Background: an optimization exercise with open tools, aiming at small area and a short achievable clock period. Do not read the settings as production practice.
The RTL was checked by simulation tests, not by an equivalence proof against the original design.
Power figures rest on the tool's default switching activity, not on a simulated workload.

<file path="flow/design.v">
module gcd_vector_sequencer #(
  parameter int WIDTH         = 32,
  parameter int IDX_W         = 4,
  parameter int ADDR_W        = 4,
  parameter int FIN_ADDR      = 9,
  parameter int RST_CYCLES    = 1,
  parameter int SETTLE_CYCLES = 10,
  parameter int TIMEOUT       = 4096
) (
  input  logic              clk,
  input  logic              rst,
  input  logic              start,
  input  logic [IDX_W:0]    n_tests,
  input  logic              vec_we,
  input  logic [IDX_W-1:0]  vec_idx,
  input  logic [WIDTH-1:0]  vec_a,
  input  logic [WIDTH-1:0]  vec_b,
  input  logic [WIDTH-1:0]  vec_g,
  output logic              dut_rst,
  output logic              dut_en,
  output logic              dut_ld,
  output logic [WIDTH-1:0]  dut_a,
  output logic [WIDTH-1:0]  dut_b,
  input  logic [ADDR_W-1:0] dut_addr,
  input  logic [WIDTH-1:0]  dut_res,
  output logic              busy,
  output logic              done,
  output logic [IDX_W:0]    pass_cnt,
  output logic [IDX_W:0]    fail_cnt,
  output logic [IDX_W:0]    timeout_cnt,
  output logic              first_fail_vld,
  output logic [IDX_W-1:0]  first_fail_idx
);
  localparam int DEPTH = 2 ** IDX_W;
  localparam int CNT_W = IDX_W + 1;
  localparam int TM_W  = $clog2(TIMEOUT);
  function automatic logic [CNT_W-1:0] sat_inc(input logic [CNT_W-1:0] v);
    sat_inc = (&v) ? v : v + 1'b1;
  endfunction
  logic             s_rest, s_drst, s_ld_n, s_run, s_settle, s_chk, tmo;
  logic [IDX_W-1:0] ridx;      
  logic [CNT_W-1:0] rem;       
  logic [TM_W-1:0]  cnt;       
  logic [CNT_W-1:0] pass_i, fail_i;            
  logic [CNT_W-1:0] tout_n;                    
  wire s_ld      = !s_ld_n;
  wire [CNT_W-1:0] tout_i = ~tout_n;
  wire go       = s_rest && start;                  
  wire fin      = (dut_addr == ADDR_W'(FIN_ADDR));
  wire tm_end   = &cnt;
  wire set_end  = (cnt == TM_W'(SETTLE_CYCLES - 1));
  wire last     = (rem == CNT_W'(1));
  wire run_fin  = s_run && fin;
  wire run_tmo  = s_run && !fin && tm_end;
  wire set_done = s_settle && set_end;
  wire n_rest   = (s_rest && !(start && n_tests != '0)) || (s_chk && last);
  wire n_drst   = (go && n_tests != '0) || (s_chk && !last);
  wire n_ld     = s_drst;
  wire n_run    = s_ld || (s_run && !fin && !tm_end);
  wire n_settle = run_fin || (s_settle && !set_end);
  wire n_chk    = run_tmo || set_done;
  always_ff @(posedge clk) begin
    if (rst) begin
      s_rest   <= 1'b1;
      s_drst   <= 1'b0;
      s_ld_n   <= 1'b1;
      s_run    <= 1'b0;
      s_settle <= 1'b0;
      s_chk    <= 1'b0;
    end else begin
      s_rest   <= n_rest;
      s_drst   <= n_drst;
      s_ld_n   <= !n_ld;
      s_run    <= n_run;
      s_settle <= n_settle;
      s_chk    <= n_chk;
    end
  end
  always_ff @(posedge clk) begin
    if (rst) begin
      dut_rst <= 1'b1;
      dut_en  <= 1'b0;
      dut_ld  <= 1'b0;
      busy    <= 1'b0;
      done    <= 1'b0;
    end else begin
      dut_rst <= n_rest || n_drst;
      dut_en  <= n_run || n_settle;
      dut_ld  <= n_ld;
      busy    <= !n_rest;
      if (go)                done <= (n_tests == '0);
      else if (s_chk && last) done <= 1'b1;
    end
  end
  always_ff @(posedge clk) begin
    if (rst) begin
      tmo  <= 1'b0;
      rem  <= '0;
      ridx <= '0;
    end else begin
      if (s_ld)    tmo <= 1'b0;
      if (run_tmo) tmo <= 1'b1;
      if (go) begin
        rem  <= n_tests;
        ridx <= '0;
      end else if (s_chk) begin
        rem  <= rem - 1'b1;
        ridx <= ridx + 1'b1;
      end
    end
  end
  always_ff @(posedge clk) begin
    if (s_ld || run_fin) cnt <= '0;
    else                 cnt <= cnt + 1'b1;
  end
  logic [WIDTH-1:0] ram_a [DEPTH];
  logic [WIDTH-1:0] ram_b [DEPTH];
  logic [WIDTH-1:0] ram_g [DEPTH];
  logic [DEPTH-1:0] we_a, we_b, we_g;
  gcd_vector_sequencer_dec #(.IDX_W(IDX_W)) u_dec_a (.we(vec_we), .idle(s_rest), .idx(vec_idx), .sel(we_a));
  gcd_vector_sequencer_dec #(.IDX_W(IDX_W)) u_dec_b (.we(vec_we), .idle(s_rest), .idx(vec_idx), .sel(we_b));
  gcd_vector_sequencer_dec #(.IDX_W(IDX_W)) u_dec_g (.we(vec_we), .idle(s_rest), .idx(vec_idx), .sel(we_g));
  always_ff @(posedge clk) begin
    for (int k = 0; k < DEPTH; k++) begin
      if (we_a[k]) ram_a[k] <= vec_a;
      if (we_b[k]) ram_b[k] <= vec_b;
      if (we_g[k]) ram_g[k] <= vec_g;
    end
  end
  logic [DEPTH-1:0] rsel, rsel_n, rsel_g;
  always_ff @(posedge clk) begin
    if (rst || go) begin
      rsel   <= DEPTH'(1);
      rsel_n <= {{(DEPTH-1){1'b1}}, 1'b0};
    end else if (s_chk) begin
      rsel   <= {rsel[DEPTH-2:0], rsel[DEPTH-1]};
      rsel_n <= {rsel_n[DEPTH-2:0], rsel_n[DEPTH-1]};
    end
  end
  always_ff @(posedge clk) begin
    rsel_g <= rsel;
  end
  logic [WIDTH-1:0] rd_a, rd_b, rd_g;
  always_comb begin
    rd_a = '0;
    rd_b = '0;
    rd_g = '0;
    for (int k = 0; k < DEPTH; k++) begin
      rd_a = rd_a | (ram_a[k] & {WIDTH{rsel[k]}});
      rd_b = rd_b | (ram_b[k] & {WIDTH{!rsel_n[k]}});
      rd_g = rd_g | (ram_g[k] & {WIDTH{rsel_g[k]}});
    end
  end
  logic [WIDTH-1:0] g_q;
  always_ff @(posedge clk) begin
    dut_a <= rd_a;
    dut_b <= rd_b;
    g_q   <= rd_g;
  end
  logic pass_en, fail_en;
  gcd_vector_sequencer_chk #(.WIDTH(WIDTH)) u_chk (
    .res(dut_res), .exp(g_q), .chk(s_chk), .tmo(tmo), .pass_en(pass_en), .fail_en(fail_en));
  wire clr = rst || go;
  wire [CNT_W-1:0] pass_inc = rst ? '0 : sat_inc(pass_i);
  wire [CNT_W-1:0] pass_hld = clr ? '0 : pass_cnt;
  wire [CNT_W:0]   fail_inc = rst ? '0 : {1'b1, sat_inc(fail_i)};
  wire [CNT_W:0]   fail_hld = clr ? '0 : {first_fail_vld, fail_cnt};
  logic [CNT_W-1:0] pass_d;
  logic [CNT_W:0]   fail_d;
  gcd_vector_sequencer_mux #(.W(CNT_W)) u_pass_mux (
    .sel(pass_en), .a(pass_inc), .b(pass_hld), .y(pass_d));
  gcd_vector_sequencer_mux #(.W(CNT_W + 1)) u_fail_mux (
    .sel(fail_en), .a(fail_inc), .b(fail_hld), .y(fail_d));
  always_ff @(posedge clk) begin
    pass_cnt                   <= pass_d;
    {first_fail_vld, fail_cnt} <= fail_d;
    pass_i                     <= pass_cnt;
    fail_i                     <= fail_cnt;
  end
  wire [CNT_W-1:0] tout_d = clr ? '0 : (s_chk && tmo) ? sat_inc(tout_i) : tout_i;
  always_ff @(posedge clk) begin
    timeout_cnt <= tout_d;
    tout_n      <= ~tout_d;
  end
  logic [IDX_W-1:0] ffi_n;
  wire  [IDX_W-1:0] ffi_d = (s_chk && !first_fail_vld) ? ridx : ~ffi_n;
  always_ff @(posedge clk) begin
    ffi_n          <= ~ffi_d;
    first_fail_idx <= ffi_d;
  end
endmodule
module gcd_vector_sequencer_chk #(
  parameter int WIDTH = 32
) (
  input  logic [WIDTH-1:0] res,
  input  logic [WIDTH-1:0] exp,
  input  logic             chk,
  input  logic             tmo,
  output logic             pass_en,
  output logic             fail_en
);
  wire ok = !tmo && (res == exp);
  assign pass_en = chk && ok;
  assign fail_en = chk && !ok;
endmodule
module gcd_vector_sequencer_mux #(
  parameter int W = 1
) (
  input  logic         sel,
  input  logic [W-1:0] a,
  input  logic [W-1:0] b,
  output logic [W-1:0] y
);
  assign y = sel ? a : b;
endmodule
module gcd_vector_sequencer_dec #(
  parameter int IDX_W = 4
) (
  input  logic                 we,
  input  logic                 idle,
  input  logic [IDX_W-1:0]     idx,
  output logic [2**IDX_W-1:0]  sel
);
  always_comb begin
    for (int k = 0; k < 2 ** IDX_W; k++) sel[k] = we && idle && (idx == IDX_W'(k));
  end
endmodule
</file>
<file path="flow/flow/run.sh">
#!/bin/bash
# The standard layout (standard.sh), with these changes:
#  - port buffers are plain buf_2 cells (buffer_ports -buffer_cell) instead of the delay cells it picks;
#  - clock tree synthesis without dummy loads and with larger sink clusters (fewer leaf buffers);
#  - the dut_res, dut_a and dut_b pins are each placed next to each other (place_pins -group_pins), which keeps the
#    result compare compact.
set -euo pipefail
bash standard.sh \
  BUFFER_PORTS_ARGS="-buffer_cell sky130_fd_sc_hd__buf_2" \
  CTS_ARGS="-sink_clustering_enable -repair_clock_nets -dont_use_dummy_load -sink_clustering_size 25 -sink_clustering_max_diameter 100" \
  PLACE_PINS_ARGS="-group_pins {dut_res[*]} -group_pins {dut_a[*]} -group_pins {dut_b[*]}" \
  finish > standard.log 2>&1
</file>
<file path="flow/standard.sh">
#!/bin/bash
# synth_recipe.tcl (not shown) runs the flow's synth.tcl, then flattens the netlist and writes it again
# the make line also repeats each setting of config.mk as NAME=value (left out here)
make -C /OpenROAD-flow-scripts/flow DESIGN_CONFIG=/design/flow/config.mk WORK_HOME=/design/flow/orfs CLKGATE_MAP_FILE= SYNTH_SCRIPT=/design/flow/synth_recipe.tcl "${@:-finish}"
</file>
<file path="flow/config.mk">
export PLATFORM = sky130hd
export DESIGN_NAME = gcd_vector_sequencer
export DESIGN_NICKNAME = gcd_vector_sequencer
export VERILOG_FILES = /design/flow/design.v
export SDC_FILE = /design/flow/constraint.sdc
export NUM_CORES = 4
export LEC_CHECK = 0
export CAP_MARGIN = 20
export CORE_MARGIN = 2
export CORE_UTILIZATION = 60
export SETUP_SLACK_MARGIN = 3.1
export SLEW_MARGIN = 20
export SYNTH_HIERARCHICAL = 1
</file>
<file path="flow/constraint.sdc">
create_clock -name core_clock -period 5.0 [get_ports {clk}]
set_input_delay 1.0000 -clock core_clock [delete_from_list [all_inputs] [get_ports {clk}]]
set_output_delay 1.0000 -clock core_clock [all_outputs]
set_load 0.01 [all_outputs]
</file>
==> qor.yml, run 1 <==
status: "finished clean"
area_growth_pct: 13.0
num_rows: 116
synth-async-reset-ratio_pct: 0
endpoint_kind: "output pin"
antenna_found_initial: 11
synth_fp_nets: 3347
min_period_over_period_pct: 43.5
synth.area.top_cells: "edfxtp_1, dfxtp_1, a221oi_1, a22o_1, nand4_1"
min_from: "fail_cnt[1]"
tns_ps: 0
cap_violations: 0
crit_slowest_cell: "dfxtp_4"
finClkSkew_ps: 52.0
use_met3_pct: 4.45
dieArea_mm2: 0.104
die_h_um: 323
rsz0062_at_grt: "true"
cp-start-kind: "flip-flop"
ys_warn_count: 11
synth_cells: 3194
leakage_nw: 22.0
cp_max_fo: 1
arrival_ps: 1180
synth.most_common_cell: "edfxtp_1"
max_freq_mhz: 460
io_pins: 234
path_delay_family: "flip-flops"
drt_iter0_markers: 4474
die_w_um: 323
crit_type: "reg -> out"
cts_tree: "done"
grt.total_usage_pct: 31.4
power_density_mw_per_mm2: 344
drc: 0
clk_pin_slew_ps: 90
grt_max_degree: 64
coreArea_mm2: 0.100
reg2reg_from: "g_q[1]"
slew_headroom_pct: 21.4
fill_cells: 6520
finalPower_mw: 23.7
met2_usage_pct: 51.1
synth_edf_count: 1536
synth_seq_cells: 1752
avgViaCountPerCell: 6.90
finalCriticalPeriod_ps: 2180
wl_per_cell_um: 33.6
vias: 33775
start_util_pct: 60.7
overflow: 0
cts_buffers: 80
synth.distinct_cells: 44
utilization_pct: 68.6
cts_sinks: 1752
clockBufferDepth: 3
gp_congestion: 0.845
ant_nets: 0
io_buffers: 233
regArea_mm2: 0.0506
seq_area_frac_synth_pct: 82.7
first_global_vias: 32964
wirelength_um: 165000
worst_pin_slew_ps: 1180
vdd_drop_max_uv: 265
hold_path_class: "reg -> reg"
syn-cell-area_mm2: 0.0610
use_met1_pct: 44.5
slew_viol_final: 0
grt_pass1_wl_um: 233000
cts-root-buf: "clkbuf_16"
clk_latency_ps: 680
dr.pass1.iters: 6
cp_cell_sequence: "buf_6"
synth_ff_type: "edfxtp_1"
cp-startpoint: "dut_b[9]"
multi_input_area_mm2: 0.0105
cts_max_level: 3
cp.required_ps: 4000
syn_avg_cell_area_um2: 19.1
yosys.area.top_type: "edfxtp_1"
dp.final_hpwl_um: 95500
layout.nets: 3693
yosysTopAreaCellShare_pct: 75.6
netlist_top_cells_count: "edfxtp_1, a221oi_1, a22o_1"
critical_path_buf_inv_count: 1
hold_viol_final: 0
setup-violations-final: 0
gr-max-usage-layer: "met2"
cp_slowest_stage_delay_ps: 400
drive_gt1_share_pct: 20.8
## worst paths after layout
kind / slack (ps) / cells past startpoint / endpoint
hold reg to reg: 410 / 0 / fail_i[1]
hold / removal: 410 / 0 / fail_i[1]
setup reg to reg: 3000 / 7 / pass_cnt[0]
setup / recovery: 2820 / 1 / dut_b[9]
## power breakdown
group          total [mW]  leakage (nW)  switching, mW  internal [mW]
clock                6.99         0.986           4.12           2.87
combinational       0.617          5.39          0.448          0.169
sequential           16.1          15.7         0.0773           16.0
## cell type report
type                       instances  area share (%)
sequential                      1752            73.5
multi-input combinational       1238            15.3
timing repair buffer             434            5.66
clock buffer                      80            2.91
tap                             1357            2.46
inverter                          33           0.196
timing repair inverter             1          0.0109
antenna                            3          0.0109
## logic make-up (layout without fill, tap and decap cells)
kind of cell | Yosys count | count (layout) | synth area share [%]
other | 0 | 3 | 0
buffers and inverters | 211 | 548 | 1.35
and+or+nand+nor | 317 | 324 | 2.80
AOI/OAI and AO/OA | 818 | 818 | 11.6
muxes | 34 | 34 | 0.620
DFF | 1752 | 1752 | 82.7
adders and majority gates | 8 | 8 | 0.164
xor gates and xnor gates | 54 | 54 | 0.775
## sequential cells by signal, summed over array words and instances, names as in the netlist, 32 cells and up
signal	flops
ram_a	512
ram_b	512
ram_g	512
dut_a	32
dut_b	32
g_q	32
## metal layers
layer / part of all wire (%) / routed length [µm]
met1: 39 / 64500
met4: 3.4 / 5600
met3: 8.6 / 14200
met2: 49 / 80400
met5: 0.038 / 63
## cell usage in the layout, fill, tap and decap left out, types with 4 or more instances in the layout
master      Yosys  routed
nand3_1        12      12
ha_1            8       8
a221oi_2        0      26
buf_12          0      31
clkinvlp_4      0       4
buf_4           0     138
edfxtp_1     1536    1536
nor2_1         82      46
mux2_4          6      11
nand2b_2        0       4
nand2_1        43      40
buf_2          19     155
nor2_4          0      43
nor4_1         10       6
nand4_1       105     105
and2_1         15      15
buf_6           1      89
dfxtp_2         0      78
buf_16          0      10
dfxtp_1       216     114
a22o_1        384     384
o21a_1          5       5
nand4b_1        6       6
inv_1          33      30
a21oi_1        13      12
xor2_1         36      35
a211oi_1        4       4
mux2i_1        22      22
nor3_1         18       6
dfxtp_4         0      24
o211ai_1       16      16
xnor2_1        18      18
nor4b_1         4       4
clkbuf_16       0      84
a221oi_1      385     359
nor3_4          0      12
## timing repair
item | in CTS | in global routing
pin swaps | 59 | 10
buffers inserted | 102 | 12
hold buffers | 0 | 0
cloned | 8 | 4
endpoints found under the setup margin | 1712 | 776
endpoints found under the hold margin | 0 | 0
gates resized for setup | 235 | 49
## stage by stage
step | hold WS [ps] | instances | cell area, µm² | worst slack (ps)
after floorplan | 326 | 3194 | 61400 | 2360
after global placement | 358 | 4672 | 64200 | 1430
after detailed placement | 360 | 4689 | 64600 | 1390
after CTS | 414 | 4879 | 68500 | 2790
after global routing | 421 | 4895 | 68900 | 2810
final | 413 | 4898 | 68900 | 2820
==> run 2, diff against run 1 <==
==> flow/flow/run.sh (replaced) <==
#!/bin/bash
# The standard layout (standard.sh), with these changes:
#  - port buffers are plain buf_2 cells (buffer_ports -buffer_cell) instead of the delay cells it picks;
#  - clock tree synthesis without dummy loads and with larger sink clusters (fewer leaf buffers);
#  - the dut_res pins are placed next to each other (place_pins -group_pins), which keeps the
#    result compare compact.
set -euo pipefail
bash standard.sh \
  BUFFER_PORTS_ARGS="-buffer_cell sky130_fd_sc_hd__buf_2" \
  CTS_ARGS="-sink_clustering_enable -repair_clock_nets -dont_use_dummy_load -sink_clustering_size 25 -sink_clustering_max_diameter 100" \
  PLACE_PINS_ARGS="-group_pins {dut_res[*]}" \
  finish > standard.log 2>&1
==> qor.yml, run 2 <==
cp-start-kind: "flip-flop"
holdPathStages: 0
dr.pass1.iters: 6
grt_pass1_wl_um: 229000
min_period_over_period_pct: 43.2
drc: 0
status: "finished clean"
synth-async-reset-ratio_pct: 0
yosysTopAreaCellShare_pct: 75.6
cts-root-buf: "clkbuf_16"
cp-endpoint: "dut_a[9]"
dp.final_hpwl_um: 90600
clk_pin_slew_ps: 90
hold_viol_final: 0
start_util_pct: 60.7
biggestRegsByFlops: "ram_a: 512 flops, ram_b: 512 flops, ram_g: 512 flops"
synth_ff_type: "edfxtp_1"
finClkSkew_ps: 62.7
cp_max_fo: 1
synth.distinct_cells: 44
setup-violations-final: 0
vias: 33573
leakage_nw: 22.1
vdd_drop_max_uv: 282
die_h_um: 323
fin_ws_ps: 2840
cp.depth: 1
cp-startpoint: "dut_a[9]"
layout_common_cells: "edfxtp_1, a22o_1, a221oi_1"
dieArea_mm2: 0.104
rsz0062_at_grt: "true"
clockBufferDepth: 3
arrival_ps: 1160
ys_warn_count: 11
synth.area.top_cells: "edfxtp_1, dfxtp_1, a221oi_1, a22o_1, nand4_1"
antenna_found_initial: 15
clk_latency_ps: 700
io_pins: 234
die_w_um: 323
place_worst_setup_slack_ps: 1370
reg2reg_from: "g_q[5]"
synth_edf_count: 1536
drt_iter0_markers: 4518
coreArea_mm2: 0.100
crit_slowest_cell: "dfxtp_4"
max_freq_mhz: 463
slew_headroom_pct: 24.6
area_growth_pct: 12.9
cp_slowest_stage_delay_ps: 370
finalCriticalPeriod_ps: 2160
seq_area_frac_synth_pct: 82.7
cts_max_level: 3
netlist_top_cells_count: "edfxtp_1, a221oi_1, a22o_1"
final_common_cell: "edfxtp_1"
cap_violations: 0
overflow: 0
multi_input_area_mm2: 0.0106
cts_tree: "done"
crit_type: "reg -> out"
cp_cell_sequence: "buf_6"
dp_cells: 4693
layout.nets: 3698
syn-cell-area_mm2: 0.0610
synth.most_common_cell: "edfxtp_1"
drive_gt1_share_pct: 20.4
grt_max_degree: 63
yosys.area.top_type: "edfxtp_1"
synth_cells: 3194
grt.total_usage_pct: 30.8
fill_cells: 6541
syn_avg_cell_area_um2: 19.1
worst_pin_slew_ps: 1130
synth_fp_nets: 3347
cts_hold_buf: 0
wl_per_cell_um: 32.9
gp_congestion: 0.838
synth_seq_cells: 1752
cp.required_ps: 4000
power_density_mw_per_mm2: 344
hold_path_class: "reg -> reg"
finalNonFillerCells: 4908
r2r_end: "pass_cnt[2]"
ant_nets: 0
regArea_mm2: 0.0506
tns_ps: 0
critical_path_buf_inv_count: 1
slew_viol_final: 0
wirelength_um: 162000
cts_buffers: 80
cts_sinks: 1752
endpoint_kind: "output pin"
io_buffers: 233
ff2ff_path_depth: 6
avgViaCountPerCell: 6.84
utilization_pct: 68.6
num_rows: 116
reg2reg_slack_ps: 2990
path_delay_family: "flip-flops"
first_global_vias: 32436
run 2: cell counts after synthesis:
Identical to the previous run, type by type.
run 2: worst min path at each step:
stage / startpoint / slack (ps) / endpoint
after global routing: fail_cnt[0] / 390 / fail_i[0]
after floorplan: rsel[1] / 330 / rsel_g[1]
final: fail_cnt[0] / 380 / fail_i[0]
after detailed placement: fail_cnt[0] / 360 / fail_i[0]
after CTS: fail_cnt[0] / 380 / fail_i[0]
after global placement: fail_cnt[0] / 360 / fail_i[0]
run 2: layout make-up:
type                            count  share of cell area [%]
Antenna cell                        8                  0.0291
Clock buffer                       80                    2.91
Inverter                           33                   0.185
Multi-Input combinational cell   1243                    15.4
Sequential cell                  1752                    73.4
Tap cell                         1357                    2.47
Timing Repair Buffer              435                    5.53
run 2: timing repair:
action,CTS,global route
cloned,13,2
setup endpoints to repair,1668,361
gates resized for setup,173,78
buffers inserted,101,11
pin swaps,61,13
run 2: per-layer routing:
| layer | wire length, µm | vias up | GRT usage (%) |
|---|---|---|---|
| li1 | - | 14064 | - |
| met1 | 64200 | 17409 | 44.2 |
| met2 | 76200 | 1839 | 48.0 |
| met3 | 16300 | 249 | 6.87 |
| met4 | 4750 | 12 | 9.45 |
| met5 | 78 | - | 0 |
run 2: per-stage QoR:
| stage | total power, mW | cell area, µm² | hold WS, ps |
|---|---|---|---|
| 2_1_floorplan | 16.6 | 61400 | 326 |
| 3_3_place_gp | 16.9 | 64300 | 357 |
| 3_5_place_dp | 17.0 | 64500 | 365 |
| 4_1_cts | 23.8 | 68300 | 385 |
| 5_1_grt | 24.4 | 68800 | 394 |
| 6_report | 23.7 | 68900 | 385 |
run 2: power breakdown:
| part | internal, mW | leakage [nW] | total [mW] | switching, mW |
|---|---|---|---|---|
| clock | 2.87 | 0.986 | 6.99 | 4.12 |
| combinational | 0.174 | 5.42 | 0.624 | 0.450 |
| sequential | 16.0 | 15.7 | 16.1 | 0.0730 |
run 2: kinds of logic after synthesis:
group | share of synthesized area [%]
muxes | 0.620
xor gates and xnor gates | 0.775
buffers and inverters | 1.35
adders and majority gates | 0.164
AOI/OAI and AO/OA | 11.6
and+or+nand+nor | 2.80
DFF | 82.7
==> run 3, diff against run 2 <==
--- a/flow/design.v
+++ b/flow/design.v
@@ -142,13 +142,27 @@
   end
   logic [WIDTH-1:0] rd_a, rd_b, rd_g;
-  always_comb begin
-    rd_a = '0;
-    rd_b = '0;
-    rd_g = '0;
-    for (int k = 0; k < DEPTH; k++) begin
-      rd_a = rd_a | (ram_a[k] & {WIDTH{rsel[k]}});
-      rd_b = rd_b | (ram_b[k] & {WIDTH{!rsel_n[k]}});
-      rd_g = rd_g | (ram_g[k] & {WIDTH{rsel_g[k]}});
-    end
+  logic [DEPTH-1:0] sel_a, sel_b, sel_g;
+  assign sel_a = rsel;
+  assign sel_b = ~rsel_n;
+  assign sel_g = rsel_g;
+  for (genvar j = 0; j < WIDTH; j++) begin : g_rd
+    logic [5:0] pa, pb, pg;
+    for (genvar q = 0; q < 5; q++) begin : g_grp
+      gcd_vector_sequencer_ao3 u_a (
+        .d0(ram_a[3*q][j]), .s0(sel_a[3*q]), .d1(ram_a[3*q+1][j]), .s1(sel_a[3*q+1]),
+        .d2(ram_a[3*q+2][j]), .s2(sel_a[3*q+2]), .y_n(pa[q]));
+      gcd_vector_sequencer_ao3 u_b (
+        .d0(ram_b[3*q][j]), .s0(sel_b[3*q]), .d1(ram_b[3*q+1][j]), .s1(sel_b[3*q+1]),
+        .d2(ram_b[3*q+2][j]), .s2(sel_b[3*q+2]), .y_n(pb[q]));
+      gcd_vector_sequencer_ao3 u_g (
+        .d0(ram_g[3*q][j]), .s0(sel_g[3*q]), .d1(ram_g[3*q+1][j]), .s1(sel_g[3*q+1]),
+        .d2(ram_g[3*q+2][j]), .s2(sel_g[3*q+2]), .y_n(pg[q]));
+    end
+    assign pa[5] = !(ram_a[15][j] && sel_a[15]);
+    assign pb[5] = !(ram_b[15][j] && sel_b[15]);
+    assign pg[5] = !(ram_g[15][j] && sel_g[15]);
+    assign rd_a[j] = !(&pa);
+    assign rd_b[j] = !(&pb);
+    assign rd_g[j] = !(&pg);
   end
   logic [WIDTH-1:0] g_q;
@@ -226,2 +240,8 @@
   end
 endmodule
+module gcd_vector_sequencer_ao3 (
+  input  logic d0, s0, d1, s1, d2, s2,
+  output logic y_n
+);
+  assign y_n = !((d0 && s0) || (d1 && s1) || (d2 && s2));
+endmodule
==> qor.yml, run 3 <==
finClkSkew_ps: 54.3
tns_ps: 0
avgViaCountPerCell: 6.79
io_buffers: 233
gp_congestion: 0.840
die_w_um: 319
cts_tree: "done"
dp_cells: 4499
endpoint_kind: "output pin"
syn_avg_cell_area_um2: 20.2
crit_type: "reg -> out"
seq_area_frac_synth_pct: 84.8
crit_slowest_cell: "dfxtp_4"
wirelength_um: 146000
power_switching_share_pct: 19.4
syn-cell-area_mm2: 0.0595
synth_fp_nets: 3103
yosysTopAreaCellShare_pct: 77.5
status: "finished clean"
io_pins: 234
ant_nets: 0
cap_violations: 0
final_common_cell: "edfxtp_1"
biggestRegsByFlops: "ram_a: 512 flops, ram_b: 512 flops, ram_g: 512 flops"
max_freq_mhz: 461
critical_path_buf_inv_count: 1
dr.pass1.iters: 14
synth.distinct_cells: 45
die_h_um: 319
synth.most_common_cell: "edfxtp_1"
cts_buffers: 80
num_rows: 115
worst_pin_slew_ps: 1130
cts_hold_buf: 0
ys_warn_count: 14
hold_viol_final: 0
clockBufferDepth: 3
clk_latency_ps: 680
utilization_pct: 69.1
fill_cells: 6226
grt_pass1_wl_um: 213000
cts_sinks: 1752
synth_ff_type: "edfxtp_1"
vdd_drop_max_uv: 303
drc: 0
reg2reg_slack_ps: 2980
grt.total_usage_pct: 28.5
power_density_mw_per_mm2: 348
rsz0062_at_grt: "true"
drt_iter0_markers: 5402
slew_viol_final: 0
synth.area.top_cells: "edfxtp_1, a222oi_1, dfxtp_1, nand4_1, nand2_1"
drive_gt1_share_pct: 20.7
clk_pin_slew_ps: 100
start_util_pct: 60.5
slew_headroom_pct: 24.4
layout.nets: 3632
wl_per_cell_um: 30.5
path_delay_family: "flip-flops"
synth_cells: 2950
layout_common_cells: "edfxtp_1, a222oi_1, buf_2"
cp.required_ps: 4000
cp_slowest_stage_delay_ps: 400
cts-root-buf: "clkbuf_16"
hold_path_class: "reg -> reg"
cp-start-kind: "flip-flop"
cp_cell_sequence: "buf_6"
first_global_vias: 32440
synth_seq_cells: 1752
power_frac_comb_pct: 2.7
synth_edf_count: 1536
arrival_ps: 1170
setup-violations-final: 0
p_sw_mw: 4.58
seqPwrFrac_pct: 68.1
yosys.area.top_type: "edfxtp_1"
netlist_top_cells_count: "edfxtp_1, a222oi_1, dfxtp_1"
area_growth_pct: 14.2
min_period_over_period_pct: 43.4
synth-async-reset-ratio_pct: 0
cp_max_fo: 1
finalNonFillerCells: 4770
dp.final_hpwl_um: 81700
grt_max_degree: 37
leakage_nw: 21.9
antenna_found_initial: 11
vias: 32396
finalCriticalPeriod_ps: 2170
cts_max_level: 3
overflow: 0
clock_power_share_pct: 29.3
dieArea_mm2: 0.102
internal_power_mw: 19.1
coreArea_mm2: 0.0983
-- run 3: cell types whose count changed after synthesis, sizes merged, moves of 33 or more --
cell / previous run / this run
a21oi: 13 / 77
clkbuf: 122 / 23
and3: 1 / 34
buf: 56 / 7
nand2: 43 / 106
a22o: 384 / 0
a221oi: 385 / 2
a222oi: 0 / 480
-- run 3: power groups by stage --
stage          clock network, mW  logic, mW  registers (mW)
2_1_floorplan                  0      0.167            16.4
3_3_place_gp                   0      0.498            16.4
3_5_place_dp                   0      0.528            16.4
4_1_cts                     7.04      0.620            16.1
5_1_grt                     7.53      0.676            16.1
6_report                    6.92      0.630            16.1
-- run 3: Yosys stat by module (local to each module, per instance), a selection --
| module | copies in the design | cells inside | area [µm²] | flip-flops and latches |
|---|---|---|---|---|
| gcd_vector_sequencer_ao3 | 480 | 1 | 10.0 | 0 |
| gcd_vector_sequencer | 1 | 2343 | 53800 | 1752 |
-- run 3: stage by stage --
step / hold WS [ps] / worst slack [ps] / total power [mW] / area, µm²
floorplan: 329 / 2360 / 16.6 / 59800
global placement: 341 / 1480 / 16.9 / 63100
detailed placement: 341 / 1250 / 17.0 / 63100
CTS: 360 / 2790 / 23.8 / 67600
global route: 370 / 2780 / 24.3 / 67900
finish: 360 / 2830 / 23.6 / 67900
-- run 3: per-layer routing --
metal,up-vias,track usage (%),part of all wire [%]
met5,-,0,0.041
met4,8,6.82,2.2
met3,197,4.36,8.9
met2,1660,48.1,50
met1,16593,39.5,38
li1,13938,-,-
-- run 3: final cells by class --
type / instances / area, µm² / share of cell area, %
clock buffers: 80 / 2000 / 2.95
diodes: 6 / 15.0 / 0.0221
flip-flops and latches: 1752 / 50600 / 74.4
multi-input cells: 1137 / 9660 / 14.2
well taps: 1287 / 1610 / 2.37
repair buffers: 444 / 3840 / 5.66
inverters: 64 / 240 / 0.354
-- run 3: repair_timing --
item                       in CTS  in global routing
setup endpoints to repair    1669                412
cloned                         33                  0
gates resized for setup       161                 72
pin swaps                      76                 14
buffers inserted              150                  2
-- run 3: cell families (layout without fill, tap and decap cells) --
group / Yosys count / count (layout) / synth area share [%]
AOI/OAI and AO/OA: 625 / 625 / 9.65
xor gates and xnor gates: 54 / 54 / 0.795
adders and majority gates: 8 / 8 / 0.168
buffers and inverters: 94 / 588 / 0.618
DFF: 1752 / 1752 / 84.8
muxes: 35 / 35 / 0.652
other: 0 / 6 / 0
and+or+nand+nor: 382 / 415 / 3.30
-- run 3: final timing paths --
check,startpoint,endpoint,depth (start not counted)
setup / recovery,dut_b[3],dut_b[3],1
hold / removal,rsel[12],rsel_g[12],0
setup reg to reg,g_q[4],pass_cnt[4],7
hold reg to reg,rsel[12],rsel_g[12],0
-- run 3: worst reg2reg max path, delay by kind of cell (launching register included) --
family / cells / cell delay (ps)
flip-flops: 1 / 340
buffers and inverters: 2 / 340
AND/OR/NAND/NOR: 3 / 730
XOR/XNOR: 1 / 180
multiplexers: 1 / 300
==> run 4, diff against run 3 <==
==> flow/flow/run.sh (replaced) <==
#!/bin/bash
# The standard layout (standard.sh), with these changes:
#  - port buffers are plain buf_2 cells (buffer_ports -buffer_cell) instead of the delay cells it picks;
#  - clock tree synthesis without dummy loads, with larger sink clusters (fewer leaf buffers)
#    and a buf_16 at the root;
#  - the dut_res pins are placed next to each other (place_pins -group_pins), which keeps the
#    result compare compact.
set -euo pipefail
bash standard.sh \
  BUFFER_PORTS_ARGS="-buffer_cell sky130_fd_sc_hd__buf_2" \
  CTS_ARGS="-sink_clustering_enable -repair_clock_nets -dont_use_dummy_load -sink_clustering_size 25 -sink_clustering_max_diameter 100 -root_buf sky130_fd_sc_hd__buf_16" \
  PLACE_PINS_ARGS="-group_pins {dut_res[*]}" \
  finish > standard.log 2>&1
--- a/flow/config.mk
+++ b/flow/config.mk
@@ -9,5 +9,5 @@
 export CORE_MARGIN = 2
 export CORE_UTILIZATION = 60
-export SETUP_SLACK_MARGIN = 3.1
+export SETUP_SLACK_MARGIN = 3.0
 export SLEW_MARGIN = 20
 export SYNTH_HIERARCHICAL = 1
==> qor.yml, run 4 <==
status: "finished clean"
finalPower_mw: 23.8
r2r_end: "fail_cnt[2]"
io_buffers: 233
num_rows: 115
gp_congestion: 0.854
ff2ff_path_depth: 5
drc: 0
synth_cells: 2950
crit_type: "reg -> out"
overflow: 0
wirelength_um: 147000
cp_max_fo: 1
cts_max_level: 3
cp-startpoint: "busy"
slew_headroom_pct: 29.5
synth.area.top_cells: "edfxtp_1, a222oi_1, dfxtp_1, nand4_1, nand2_1"
netlist_top_cells_count: "edfxtp_1, a222oi_1, dfxtp_1"
io_pins: 234
antenna_found_initial: 5
clk_pin_slew_ps: 100
area_growth_pct: 14.1
synth_seq_cells: 1752
hold_viol_final: 0
biggestRegsByFlops: "ram_a: 512 flops, ram_b: 512 flops, ram_g: 512 flops"
start_util_pct: 60.5
clockBufferDepth: 3
cp.required_ps: 4000
dp.final_hpwl_um: 83000
avgViaCountPerCell: 6.87
dieArea_mm2: 0.102
syn_avg_cell_area_um2: 20.2
synth_ff_type: "edfxtp_1"
ys_warn_count: 14
cts_hold_buf: 0
yosys.area.top_type: "edfxtp_1"
layout_common_cells: "edfxtp_1, a222oi_1, buf_2"
dr.pass1.iters: 13
grt_pass1_wl_um: 214000
power_density_mw_per_mm2: 350
cap_violations: 0
cp_slowest_stage_delay_ps: 450
die_h_um: 319
cp.depth: 1
grt_max_degree: 63
arrival_ps: 1230
drt_iter0_markers: 5411
gr-max-usage-layer: "met2"
fill_cells: 6233
synth_edf_count: 1536
cts_buffers: 80
cts_tree: "done"
reg2reg_from: "g_q[8]"
vias: 32715
critical_path_buf_inv_count: 1
cts-root-buf: "buf_16"
synth.most_common_cell: "edfxtp_1"
final_common_cell: "edfxtp_1"
utilization_pct: 69.1
min_period_over_period_pct: 44.6
drive_gt1_share_pct: 20.7
leakage_nw: 21.9
rsz0062_at_grt: "true"
reg2reg_slack_ps: 3080
cp_cell_sequence: "buf_6"
synth-async-reset-ratio_pct: 0
cp-endpoint: "busy"
cts_sinks: 1752
cp-start-kind: "flip-flop"
met2_usage_pct: 48.5
slew_viol_final: 0
die_w_um: 319
use_met3_pct: 3.84
endpoint_kind: "output pin"
first_global_vias: 32109
layout.nets: 3631
crit_slowest_cell: "dfxtp_4"
path_delay_family: "flip-flops"
syn-cell-area_mm2: 0.0595
tns_ps: 0
hold_path_class: "reg -> reg"
clk_latency_ps: 660
setup-violations-final: 0
ant_nets: 0
synth_fp_nets: 3103
worst_pin_slew_ps: 1060
grt.total_usage_pct: 28.7
wl_per_cell_um: 30.9
vdd_drop_max_uv: 329
finalCriticalPeriod_ps: 2230
yosysTopAreaCellShare_pct: 77.5
seq_area_frac_synth_pct: 84.8
finClkSkew_ps: 52.3
max_freq_mhz: 449
use_met1_pct: 40.1
coreArea_mm2: 0.0983
synth.distinct_cells: 45
run 4: worst min path at each step:
stage	start	endpoint	slack, ps	depth (start not counted)
2_1_floorplan	rsel[15]	rsel_g[15]	330	0
3_3_place_gp	rsel[4]	rsel_g[4]	340	0
3_5_place_dp	rsel[4]	rsel_g[4]	350	0
4_1_cts	rsel[4]	rsel_g[4]	360	0
5_1_grt	rsel[4]	rsel_g[4]	380	0
6_report	rsel[4]	rsel_g[4]	360	0
run 4: repair_timing:
| item | CTS | global route |
|---|---|---|
| pin swaps | 74 | 12 |
| endpoints found under the setup margin | 1672 | 837 |
| gates cloned | 28 | 1 |
| gates resized for setup | 154 | 70 |
| endpoints found under the hold margin | 0 | 0 |
| buffers inserted | 145 | 7 |
run 4: report_power, final:
group	internal (mW)	total, mW	switching (mW)
Sequential	16.0	16.1	0.0735
Clock	2.94	7.03	4.09
Combinational	0.172	0.635	0.462
run 4: metal layers:
layer  up-vias  share of wire (%)
met1     16919                 39
met4        10                2.3
met2      1659                 50
met3       199                8.2
li1      13928                  -
met5         -              0.039
run 4: cells by family (layout without fill, tap and decap cells):
kind of cell               after synthesis  in the layout  synth area share, %
and+or+nand+nor                        382            410                 3.30
other                                    0              1                    0
xor gates and xnor gates                54             54                0.795
buffers and inverters                   94            592                0.618
DFF                                   1752           1752                 84.8
muxes                                   35             35                0.652
adders and majority gates                8              8                0.168
AOI/OAI and AO/OA                      625            625                 9.65
run 4: per-module statistics from Yosys (local to each module, per instance), a selection:
module,flip-flops and latches,times used,area [µm²],cells
gcd_vector_sequencer,1752,1,53800,2343
gcd_vector_sequencer_ao3,0,480,10.0,1
run 4: cell type report:
type	instances	area, µm²	share of cell area, %
clock buffers	80	2020	2.98
multi-input cells	1132	9570	14.1
flip-flops and latches	1752	50500	74.5
well taps	1287	1610	2.37
inverters	64	240	0.354
diodes	1	2.50	0.00369
repair buffers	448	3870	5.70
run 4: metrics by stage:
step           hold slack [ps]  instances  worst slack (ps)  instance area [µm²]
6_report                   364       4764              2770                67900
2_1_floorplan              329       2950              2360                59800
3_5_place_dp               346       4502              1350                63200
3_3_place_gp               343       4500              1480                63100
4_1_cts                    361       4755              2750                67500
5_1_grt                    380       4763              2740                67900
==> run 5, diff against run 4 <==
--- a/flow/config.mk
+++ b/flow/config.mk
@@ -9,5 +9,5 @@
 export CORE_MARGIN = 2
 export CORE_UTILIZATION = 60
-export SETUP_SLACK_MARGIN = 3.0
+export SETUP_SLACK_MARGIN = 3.1
 export SLEW_MARGIN = 20
 export SYNTH_HIERARCHICAL = 1
==> qor.yml, run 5 <==
synth_edf_count: 1536
synth_ff_type: "edfxtp_1"
crit_type: "reg -> out"
netlist_top_cells_count: "edfxtp_1, a222oi_1, dfxtp_1"
utilization_pct: 69.2
hold_end: "rsel_g[12]"
io_pins: 234
wirelength_um: 146000
reg2reg_slack_ps: 2970
synth.area.top_cells: "edfxtp_1, a222oi_1, dfxtp_1, nand4_1, nand2_1"
ff2ff_path_depth: 7
fin_area_mm2: 0.0680
finalCriticalPeriod_ps: 2150
endpoint_kind: "output pin"
seq_area_frac_synth_pct: 84.8
tns_ps: 0
num_rows: 115
overflow: 0
drive_gt1_share_pct: 20.7
fill_cells: 6216
crit_slowest_cell: "dfxtp_4"
antenna_found_initial: 9
synth.most_common_cell: "edfxtp_1"
syn_avg_cell_area_um2: 20.2
clk_latency_ps: 660
power_density_mw_per_mm2: 349
grt_max_degree: 37
place_area_mm2: 0.0631
gp_congestion: 0.840
slew_headroom_pct: 24.3
cp_max_fo: 1
syn-cell-area_mm2: 0.0595
grt.total_usage_pct: 28.5
area_growth_pct: 14.4
yosysTopAreaCellShare_pct: 77.5
wl_per_cell_um: 30.7
cts_tree: "done"
dp.final_hpwl_um: 81700
io_buffers: 233
ant_nets: 0
grt_pass1_wl_um: 213000
cts-root-buf: "buf_16"
final_common_cell: "edfxtp_1"
rsz0062_at_grt: "true"
avgViaCountPerCell: 6.82
first_global_vias: 32313
clk_pin_slew_ps: 90
die_h_um: 319
min_period_over_period_pct: 43.0
reg2reg_from: "g_q[4]"
finalPower_mw: 23.8
vias: 32510
layout_common_cells: "edfxtp_1, a222oi_1, buf_2"
cts_sinks: 1752
drt_iter0_markers: 5397
cp_cell_sequence: "buf_6"
cts_max_level: 3
slew_viol_final: 0
synth_cells: 2950
drc: 0
r2r_end: "pass_cnt[4]"
cp_slowest_stage_delay_ps: 370
dp_cells: 4499
cap_violations: 0
biggestRegsByFlops: "ram_a: 512 flops, ram_b: 512 flops, ram_g: 512 flops"
cts_buffers: 80
synth.distinct_cells: 45
min_from: "rsel[12]"
worst_pin_slew_ps: 1140
critical_path_buf_inv_count: 1
dieArea_mm2: 0.102
yosys.area.top_type: "edfxtp_1"
synth-async-reset-ratio_pct: 0
synth_seq_cells: 1752
hold_path_class: "reg -> reg"
max_freq_mhz: 465
die_w_um: 319
status: "finished clean"
vdd_drop_max_uv: 304
finalNonFillerCells: 4764
arrival_ps: 1150
leakage_nw: 22.0
finClkSkew_ps: 56.0
synth_fp_nets: 3103
ys_warn_count: 14
coreArea_mm2: 0.0983
regArea_mm2: 0.0506
cp-start-kind: "flip-flop"
setup-violations-final: 0
dr.pass1.iters: 15
multi_input_area_mm2: 0.00966
clockBufferDepth: 3
hold_viol_final: 0
path_delay_family: "flip-flops"
cp.required_ps: 4000
start_util_pct: 60.5
holdPathStages: 0
layout.nets: 3631
## run 5: power breakdown
part	leakage, nW	internal, mW	switching [mW]
Clock	0.989	2.94	4.09
Sequential	15.6	16.0	0.0735
Combinational	5.33	0.175	0.459
Total	22.0	19.1	4.62
## run 5: per-module statistics from Yosys (local to each module, per instance), a selection
module | flops+latches | cells inside | area (µm²) | times used
gcd_vector_sequencer | 1752 | 2343 | 53800 | 1
gcd_vector_sequencer_ao3 | 0 | 1 | 10.0 | 480
## run 5: cell families (layout without fill, tap and decap cells)
group	after synthesis	count (layout)	synth area share, %
buf+inv	94	587	0.618
fa+ha+maj	8	8	0.168
other cells	0	1	0
xor+xnor	54	54	0.795
flops	1752	1752	84.8
simple gates	382	415	3.30
mux	35	35	0.652
compound gates	625	625	9.65
## run 5: repair_timing
| action | in CTS | in global routing |
|---|---|---|
| pin swaps | 76 | 16 |
| setup endpoints to repair | 1669 | 364 |
| gates cloned | 33 | 0 |
| hold buffers | 0 | 0 |
| gates resized for setup | 167 | 74 |
| setup buffers | 146 | 5 |
## run 5: area by class of cell
| type | instances | area share [%] |
|---|---|---|
| Sequential cell | 1752 | 74.3 |
| Multi-Input combinational cell | 1137 | 14.2 |
| Timing Repair Buffer | 443 | 5.79 |
| Clock buffer | 80 | 2.98 |
| Tap cell | 1287 | 2.37 |
| Inverter | 64 | 0.353 |
| Antenna cell | 1 | 0.00368 |
## run 5: metrics by stage
step | worst slack [ps] | hold WS [ps]
after detailed placement | 1250 | 341
after global placement | 1480 | 341
after CTS | 2810 | 360
after floorplan | 2360 | 329
final | 2850 | 360
after global routing | 2800 | 370
## run 5: worst max-delay path by stage
stage | startpoint | endpoint | cells past startpoint
4_1_cts | first_fail_idx[3] | first_fail_idx[3] | 1
6_report | first_fail_idx[3] | first_fail_idx[3] | 1
5_1_grt | first_fail_idx[3] | first_fail_idx[3] | 1
3_5_place_dp | vec_idx[1] | ram_a[2][30] | 4
3_3_place_gp | vec_idx[1] | ram_a[6][28] | 3
2_1_floorplan | vec_idx[2] | ram_a[10][0] | 2
## run 5: metal layers
layer / vias to the layer above / part of all wire, % / track usage (%)
met3: 208 / 8.7 / 4.35
met4: 10 / 2.2 / 6.67
met2: 1704 / 50 / 48.2
met1: 16652 / 39 / 39.5
li1: 13936 / - / -
met5: - / 0.044 / 0

[separate check: timing with driven ports]
Ports are ideal in the flow. The routed layouts listed here were re-timed in OpenROAD. Step 1 (the two cells are an assumption about what drives the block):
set clk [get_ports {clk}]
set_driving_cell -lib_cell sky130_fd_sc_hd__clkbuf_16 $clk
set_driving_cell -lib_cell sky130_fd_sc_hd__buf_2 [delete_from_list [all_inputs] $clk]
Step 2 adds t to the input delays and takes it off the output delays; t is the mean of the earliest and latest rising clock arrival at the registers after step 1. Input paths then give back, and output paths get back, about the clock's delay inside the block. Slacks: no drivers / after step 1 / after step 2; pairs: no drivers / after step 1.
| run | shift t [ns] | setup WS [ns] | worst register clock-pin slew, ns |
|---|---|---|---|
| run 1 | 0.724 | 2.824 / 2.757 / 2.278 | 0.10 / 0.10 |
| run 2 | 0.734 | 2.842 / 2.774 / 2.226 | 0.10 / 0.10 |
| run 3 | 0.731 | 2.829 / 2.754 / 2.222 | 0.10 / 0.10 |
| run 4 | 0.712 | 2.772 / 2.695 / 2.268 | 0.10 / 0.10 |
| run 5 | 0.719 | 2.850 / 2.772 / 2.221 | 0.10 / 0.10 |
After both steps setup and hold are still met in every run listed. The setup slack of run 5, which loses most, moves by -0.078 ns with the drivers and by -0.629 ns with both steps.
